Context: an optimization exercise on an open-source flow, tuned for small area. The choices shown serve that exercise and are no tape-out recipe.
Function was checked by simulation only, so behaviour that the tests miss may differ from the original.
Power figures rest on the tool's default switching activity, not on a simulated workload.

==> design/flow/design.v <==
package if_stage_pkg;
    typedef struct packed {
        logic [31:0] pc;
        logic [31:0] inst;
        logic        valid;
        logic [31:0] predicted_pc;
        logic        prediction_valid;
    } if_id_reg_t;
endpackage
module if_stage #(
    parameter logic [31:0] RESET_PC    = 32'h0000_0000,
    parameter int          BTB_ENTRIES = 16
) (
    input  logic        clk,
    input  logic        rst,
    input  logic        stall,
    input  logic        ex_redirect,
    input  logic [31:0] ex_target,
    input  logic        branch_redirect_id,
    input  logic [31:0] branch_target_id,
    input  logic        bp_update_en,
    input  logic [31:0] bp_update_pc,
    input  logic [31:0] bp_update_target,
    input  logic        bp_update_taken,
    output logic        imem_req,
    output logic [31:0] imem_addr,
    input  logic        imem_ack,
    input  logic [31:0] imem_rdata,
    output if_stage_pkg::if_id_reg_t if_id_next
);
    localparam int IW = $clog2(BTB_ENTRIES);
    localparam int TW = 30 - IW;
    logic        hold_q, drop_q;
    logic [31:0] pc_q, aux_q, inst_q;
    logic        pv_q;
    logic [BTB_ENTRIES-1:0]         btb_vld_q;
    logic [BTB_ENTRIES-1:0][TW-1:0] btb_tag_q;
    logic [BTB_ENTRIES-1:0][31:0]   btb_tgt_q;
    logic [BTB_ENTRIES-1:0][1:0]    btb_ctr_q;
    logic [IW-1:0] lk_idx, up_idx;
    logic [31:0]   lk_tgt, next_pc, redir_tgt;
    logic [1:0]    up_ctr, ctr_new;
    logic          pred_taken, up_hit, redirect, fetch, issue_f, issue_h, capture, to_drop;
    logic          unused_bits;
    assign unused_bits = ^bp_update_pc[1:0];
    assign fetch      = !hold_q && !drop_q;
    assign redirect   = ex_redirect || branch_redirect_id;
    assign redir_tgt  = ex_redirect ? ex_target : branch_target_id;
    localparam int NG = BTB_ENTRIES / 3;
    localparam int LW = TW + 32 + 1;    
    localparam int UW = TW + 1 + 2;     
    logic [TW-1:0] lk_tag, up_tag;
    logic          lk_vc1, up_vld;
    logic [BTB_ENTRIES-1:0] lk_sel, up_sel;
    logic [BTB_ENTRIES-1:0][LW-1:0] lk_word;
    logic [BTB_ENTRIES-1:0][UW-1:0] up_word;
    logic [NG-1:0][LW-1:0] lk_part_n;
    logic [NG-1:0][UW-1:0] up_part_n;
    logic [LW-1:0] lk_rd;
    logic [UW-1:0] up_rd;
    assign lk_idx = pc_q[IW+1:2];
    assign up_idx = bp_update_pc[IW+1:2];
    always_comb begin
        for (int i = 0; i < BTB_ENTRIES; i++) begin
            lk_sel[i]  = (lk_idx == i);
            up_sel[i]  = (up_idx == i);
            lk_word[i] = {btb_tag_q[i], btb_tgt_q[i], btb_vld_q[i] & btb_ctr_q[i][1]};
            up_word[i] = {btb_tag_q[i], btb_vld_q[i], btb_ctr_q[i]};
        end
    end
    for (genvar g = 0; g < NG; g++) begin : g_rd
        if_stage_aoi3 #(.W(LW)) u_lk (
            .a0(lk_word[3*g]), .a1(lk_word[3*g+1]), .a2(lk_word[3*g+2]),
            .s0(lk_sel[3*g]),  .s1(lk_sel[3*g+1]),  .s2(lk_sel[3*g+2]), .y(lk_part_n[g]));
        if_stage_aoi3 #(.W(UW)) u_up (
            .a0(up_word[3*g]), .a1(up_word[3*g+1]), .a2(up_word[3*g+2]),
            .s0(up_sel[3*g]),  .s1(up_sel[3*g+1]),  .s2(up_sel[3*g+2]), .y(up_part_n[g]));
    end
    always_comb begin
        lk_rd = '0;
        up_rd = '0;
        for (int g = 0; g < NG; g++) begin
            lk_rd = lk_rd | ~lk_part_n[g];
            up_rd = up_rd | ~up_part_n[g];
        end
        for (int i = 3 * NG; i < BTB_ENTRIES; i++) begin
            lk_rd = lk_rd | (lk_word[i] & {LW{lk_sel[i]}});
            up_rd = up_rd | (up_word[i] & {UW{up_sel[i]}});
        end
        {lk_tag, lk_tgt, lk_vc1} = lk_rd;
        {up_tag, up_vld, up_ctr} = up_rd;
    end
    assign pred_taken = lk_vc1 && (lk_tag == pc_q[31:IW+2]);
    assign next_pc    = pred_taken ? lk_tgt : pc_q + 32'd4;
    assign issue_f = fetch && !redirect && imem_ack && !stall;
    assign capture = fetch && !redirect && imem_ack && stall;
    assign to_drop = fetch && redirect && !imem_ack;
    assign issue_h = hold_q && !redirect && !stall;
    always_comb begin
        imem_req  = !rst && !hold_q;
        imem_addr = {pc_q[31:2], 2'b00};
        if_id_next = '0;
        if (!rst && issue_f) begin
            if_id_next.pc               = pc_q;
            if_id_next.inst             = imem_rdata;
            if_id_next.valid            = 1'b1;
            if_id_next.predicted_pc     = pred_taken ? lk_tgt : 32'd0;
            if_id_next.prediction_valid = pred_taken;
        end
        if (!rst && issue_h) begin
            if_id_next.pc               = pc_q;
            if_id_next.inst             = inst_q;
            if_id_next.valid            = 1'b1;
            if_id_next.predicted_pc     = pv_q ? aux_q : 32'd0;
            if_id_next.prediction_valid = pv_q;
        end
    end
    always_ff @(posedge clk) begin
        if (rst) begin
            hold_q <= 1'b0;
            drop_q <= 1'b0;
            pc_q   <= RESET_PC;
        end else begin
            if (redirect && (hold_q || imem_ack))                pc_q <= redir_tgt;
            else if (issue_f)                                    pc_q <= next_pc;
            else if ((hold_q && !stall) || (drop_q && imem_ack)) pc_q <= aux_q;
            if (capture)                   hold_q <= 1'b1;
            else if (hold_q && (redirect || !stall)) hold_q <= 1'b0;
            if (to_drop)                   drop_q <= 1'b1;
            else if (drop_q && imem_ack)   drop_q <= 1'b0;
        end
    end
    always_ff @(posedge clk) begin
        if (capture) begin
            aux_q  <= next_pc;
            inst_q <= imem_rdata;
            pv_q   <= pred_taken;
        end else if (redirect && !hold_q && !imem_ack) begin
            aux_q  <= redir_tgt;
        end
    end
    assign up_hit = up_vld && (up_tag == bp_update_pc[31:IW+2]);
    always_comb begin
        if (!up_hit)              ctr_new = 2'b10;
        else if (bp_update_taken) ctr_new = (up_ctr == 2'b11) ? 2'b11 : up_ctr + 2'd1;
        else                      ctr_new = (up_ctr == 2'b00) ? 2'b00 : up_ctr - 2'd1;
    end
    logic [BTB_ENTRIES-1:0] we_t, we_c;
    logic [BTB_ENTRIES-1:0][TW-1:0] btb_tag_d;
    logic [BTB_ENTRIES-1:0][31:0]   btb_tgt_d;
    logic [BTB_ENTRIES-1:0][1:0]    btb_ctr_d;
    always_comb begin
        for (int i = 0; i < BTB_ENTRIES; i++) begin
            we_t[i] = bp_update_en && bp_update_taken && up_idx == i;
            we_c[i] = bp_update_en && (up_hit || bp_update_taken) && up_idx == i;
        end
    end
    for (genvar i = 0; i < BTB_ENTRIES; i++) begin : g_wr
        if_stage_wsel #(.W(TW + 32)) u_tt (
            .we(we_t[i]), .keep(!we_t[i]), .d({bp_update_pc[31:IW+2], bp_update_target}),
            .q({btb_tag_q[i], btb_tgt_q[i]}), .y({btb_tag_d[i], btb_tgt_d[i]}));
        if_stage_wsel #(.W(2)) u_c (
            .we(we_c[i]), .keep(!we_c[i]), .d(ctr_new), .q(btb_ctr_q[i]), .y(btb_ctr_d[i]));
    end
    always_ff @(posedge clk) begin
        for (int i = 0; i < BTB_ENTRIES; i++) begin
            if (rst) btb_vld_q[i] <= 1'b0;
            else if (we_t[i]) btb_vld_q[i] <= 1'b1;
        end
        btb_tag_q <= btb_tag_d;
        btb_tgt_q <= btb_tgt_d;
        btb_ctr_q <= btb_ctr_d;
    end
endmodule
module if_stage_wsel #(
    parameter int W = 1
) (
    input  logic         we,
    input  logic         keep,
    input  logic [W-1:0] d,
    input  logic [W-1:0] q,
    output logic [W-1:0] y
);
    assign y = (d & {W{we}}) | (q & {W{keep}});
endmodule
module if_stage_aoi3 #(
    parameter int W = 1
) (
    input  logic [W-1:0] a0,
    input  logic [W-1:0] a1,
    input  logic [W-1:0] a2,
    input  logic         s0,
    input  logic         s1,
    input  logic         s2,
    output logic [W-1:0] y
);
    assign y = ~((a0 & {W{s0}}) | (a1 & {W{s1}}) | (a2 & {W{s2}}));
endmodule
==> design/flow/flow/run.sh <==
#!/bin/bash
# The standard layout, with the smallest port buffers and a clock tree of clkbuf_8/clkbuf_4
# built with larger sink clusters and no dummy loads. Each step's full output is kept in
# orfs/logs/ by ORFS; make's own output is kept in make_*.log here.
set -euo pipefail
bash standard.sh synth > make_synth.log 2>&1
bash standard.sh \
  BUFFER_PORTS_ARGS="-buffer_cell sky130_fd_sc_hd__buf_1" \
  CTS_ARGS="-sink_clustering_enable -repair_clock_nets -dont_use_dummy_load -buf_list {sky130_fd_sc_hd__clkbuf_4 sky130_fd_sc_hd__clkbuf_8} -root_buf sky130_fd_sc_hd__clkbuf_8 -sink_clustering_size 16 -sink_clustering_max_diameter 60" \
  finish > make_finish.log 2>&1
==> design/flow/standard.sh <==
#!/bin/bash
# synth_recipe.tcl (not shown) runs the flow's synth.tcl, then flattens the netlist and writes it again
# the make line also repeats each setting of config.mk as NAME=value (left out here)
make -C /OpenROAD-flow-scripts/flow DESIGN_CONFIG=/design/flow/config.mk WORK_HOME=/design/flow/orfs CLKGATE_MAP_FILE= SYNTH_SCRIPT=/design/flow/synth_recipe.tcl "${@:-finish}"
==> design/flow/config.mk <==
export PLATFORM = sky130hd
export DESIGN_NAME = if_stage
export DESIGN_NICKNAME = if_stage
export VERILOG_FILES = /design/flow/design.v
export SDC_FILE = /design/flow/constraint.sdc
export NUM_CORES = 4
export LEC_CHECK = 0
export CAP_MARGIN = 20
export CORE_MARGIN = 2
export CORE_UTILIZATION = 40
export SETUP_SLACK_MARGIN = 0.3
export SLEW_MARGIN = 20
export SYNTH_HIERARCHICAL = 1
==> design/flow/constraint.sdc <==
create_clock -name core_clock -period 9.0 [get_ports {clk}]
set_input_delay 1.8000 -clock core_clock [delete_from_list [all_inputs] [get_ports {clk}]]
set_output_delay 1.8000 -clock core_clock [all_outputs]
set_load 0.01 [all_outputs]
==> results.txt <==
## layout make-up
cell class | instances | area (um^2) | share of cell area [%]
multi-input cells | 2391 | 19200 | 41.3
inverters | 49 | 184 | 0.396
flip-flops and latches | 1075 | 22200 | 47.7
diodes | 6 | 15.0 | 0.0323
well taps | 1488 | 1860 | 4.01
repair buffers | 402 | 1920 | 4.12
clock buffers | 82 | 1130 | 2.43
## path summary, 6_finish.rpt
path / start / endpoint / slack, ns / cells after the start
setup / recovery: pc_q[5] / if_id_next[7] / 0.41 / 13
hold / removal: btb_tgt_q[144] / btb_tgt_q[144] / 0.47 / 1
setup reg to reg: pc_q[5] / aux_q[6] / 3.14 / 12
hold reg to reg: btb_tgt_q[144] / btb_tgt_q[144] / 0.47 / 1
## stage by stage
step | worst slack [ns] | cells | hold slack [ns] | util, % | total power (uW)
after floorplan | 3.39 | 3973 | 0.439 | - | 7300
after global placement | 1.34 | 5405 | 0.451 | 41.1 | 7880
after detailed placement | 1.29 | 5405 | 0.452 | 41.1 | 7920
after CTS | 0.503 | 5487 | 0.477 | 42.1 | 10200
after global routing | 0.465 | 5492 | 0.488 | 42.2 | 10700
final | 0.411 | 5493 | 0.474 | 42.2 | 10300
## layer usage
layer  routed length [um]  GRT usage (%)
met1                69100           39.0
met2                77800           45.9
met3                20700           6.40
met4                 9190           15.3
met5                   27              0
## critical path: cells and delay by family (launching register included)
kind	cells	cell delay, ns
AND/OR/NAND/NOR	8	3.76
buffers and inverters	3	1.03
AO/OA/AOI/OAI	2	0.64
flip-flops	1	0.56
## registers in the layout, summed over array words and instances (netlist names)
| register | flops |
|---|---|
| btb_vld_q | 16 |
| btb_tag_q | 416 |
| aux_q | 32 |
| inst_q | 32 |
| pv_q | 1 |
| hold_q | 1 |
| btb_tgt_q | 512 |
| btb_ctr_q | 32 |
| drop_q | 1 |
| pc_q | 32 |
## what timing repair did
action,CTS,global route
gates resized for setup,0,1
setup buffers,0,0
endpoints found under the setup margin,0,15
## cell families after synthesis
logic type | count (synthesis) | synth area share [%]
AO/OA/AOI/OAI | 1687 | 33.2
XOR/XNOR | 56 | 1.11
adder cells (fa/ha/maj) | 5 | 0.136
buffers and inverters | 507 | 7.31
flip-flops | 1075 | 50.0
multiplexers | 66 | 1.49
other | 1 | 0.00847
AND/OR/NAND/NOR | 575 | 6.67
## power breakdown
| group | leakage [uW] | internal, uW | total, uW | switching (uW) |
|---|---|---|---|---|
| Combinational | 0.00855 | 788 | 1620 | 830 |
| Clock | 0.000590 | 819 | 2400 | 1580 |
| Sequential | 0.00901 | 5670 | 6280 | 606 |
| Total | 0.0181 | 7280 | 10300 | 3020 |
## cell usage in the layout, fill, tap and decap left out, types with 8 or more instances in the layout
cell / instances
nand2_4: 15
nand3_1: 76
a222oi_1: 440
a2111oi_0: 8
a21oi_1: 58
a22o_1: 992
inv_1: 33
edfxtp_1: 65
nand4_1: 42
nor2_1: 106
buf_1: 292
xnor2_1: 37
and2_1: 17
nor4b_1: 8
and2_4: 11
o21a_1: 8
inv_2: 16
mux2i_1: 65
a31oi_1: 19
nor2_4: 9
o21ai_1: 30
a211oi_1: 84
nor3_1: 15
clkbuf_8: 82
and4_1: 40
nor3_2: 14
or3_1: 9
o21ai_0: 26
nand2_1: 157
dfxtp_1: 1010
nor2b_1: 13
xor2_1: 19
buf_4: 108
==> metrics.md <==
| Metric | Value |
|---|---|
| Die height | `337 um` |
| Number of DRC markers in iteration 0 | `7170` |
| Core ar. | `110000 um^2` |
| Detail Route Antenna Nets | `0` |
| Fraction of layout cells with a size suffix above 1 | `7.05%` |
| GP Congestion | `0.898` |
| Synth area leader | `dfxtp_1` |
| Port bufs | `294` |
| DR vias/cell | `6.99` |
| Max Clock Skew | `0.0904 ns` |
| Slowest-stage cell, CP | `nor4_4` |
| CTS Buf Count | `82` |
| Main area contributors after synthesis | `dfxtp_1 (46%), a22o_1 (20%), a222oi_1 (9.9%)` |
| Maximum vdd drop | `121 uV` |
| GR Overflow Total | `0` |
| Crit path DAT | `6.79 ns` |
| Pleak | `0.0181 uW` |
| Clk root buf | `clkbuf_8` |
| Netlist Area Pre-Place | `44300 um^2` |
| Fill count | `10592` |
| First-pass detailed-route iteration total | `11` |
| Status | `complete, no violations` |
| Final WL | `177000 um` |
| Worst-Margin Slew | `1.24 ns` |
| Syn Area/Cell | `11.2 um^2` |
| DRC Markers | `0` |
| Register area share after synthesis | `50.0%` |
| Pwr Density | `221 nW/um^2` |
| Worst skew pair latency | `0.79 ns` |
| Crit. End Element | `output port` |
| Post-synthesis async set-or-reset flop share | `0%` |
| Design area | `46500 um^2` |
| Crit path kind | `flop to output port` |
| Synth warn | `7` |
| Post-synth top cells | `dfxtp_1 (1010), a22o_1 (992), a222oi_1 (440)` |
| Nets | `4173` |
| Crit start category | `flop` |
| DP Wirelength | `105000 um` |
| CP required | `7.20 ns` |
| Setup Viol. Count Final | `0` |
| Longest Clk Path Bufs | `3` |
| Slowest Stage Delay on Critical Path | `0.80 ns` |
| EDFF count, synth | `65` |
| Period utilization | `95.4%` |
| Vias in the first global route | `36120` |
| Min Tclk post-route | `8.59 ns` |
| Final hold vios | `0` |
| Pin count of the biggest net entering global routing | `60` |
| Most frequent cell after synthesis | `dfxtp_1` |
| DIE AREA | `113000 um^2` |
| Max_slew headroom | `17.3%` |
| Avg WL per Cell | `32.2 um` |
| Die W | `337 um` |
| Syn Inst Count | `3972` |
| Distinct cells, synth | `54` |
| Hold Buf Count CTS | `0` |
| Min-Delay Path Class | `flop to flop` |
| # H-tree levels | `3` |
| Clock transition at path regs | `0.10 ns` |
| Area Overhead vs Synth | `4.92%` |
| Initial antenna violation count | `8` |
| Initial Utilization | `40.2%` |
| Max_cap viols | `0` |
| Clk sink count | `1075` |
| I/O pin count | `299` |
| Global router's overall resource usage | `29.7%` |
| FMAX | `116 MHz` |
| First-pass GRT wire length | `252000 um` |
| Crit-path max FO | `37` |
| Top_reg_cell synth | `dfxtp_1` |
| Row Count | `122` |
| RSZ-0062 raised after global routing | `no` |
| Yosys reg bits | `1075` |
| Via count | `38399` |
| Setup TNS | `0 ns` |
| CTS tree | `done` |
| Critical-path cell list | `buf_4, nor2b_1, and2_4, a222oi_1, and4_1, and4_1, nor4b_1, nand4_1, nor4_4, nand2_1, buf_4, o21ai_1, buf_1` |
| Area share of the largest cell type after synthesis | `45.6%` |
| Max Slew Vio Count | `0` |
| Placed cell area | `45300 um^2` |

-- separate check: timing with driven ports --
How much do the figures lean on ideal ports? The routed layout below was timed once more, with nothing changed but the port constraints.
Step 1: set_driving_cell puts a clkbuf_16 on clk and a buf_2 on each other input, an assumption about the parent block.
Step 2, shift: input delay + t, output delay - t, t = (earliest + latest rising clock arrival at the registers) / 2. This alone moves slack from input paths to output paths.
a / b / c = ideal ports / drivers / drivers and shift; a / b = the first two.
t, ns: 0.819
setup WS [ns]: 0.411 / 0.333 / 1.152
worst data-port slew with drivers (ns): 0.18
After both steps this run still meets setup and hold. The setup slack of this run moves by -0.078 ns with the drivers and by +0.741 ns with both steps.
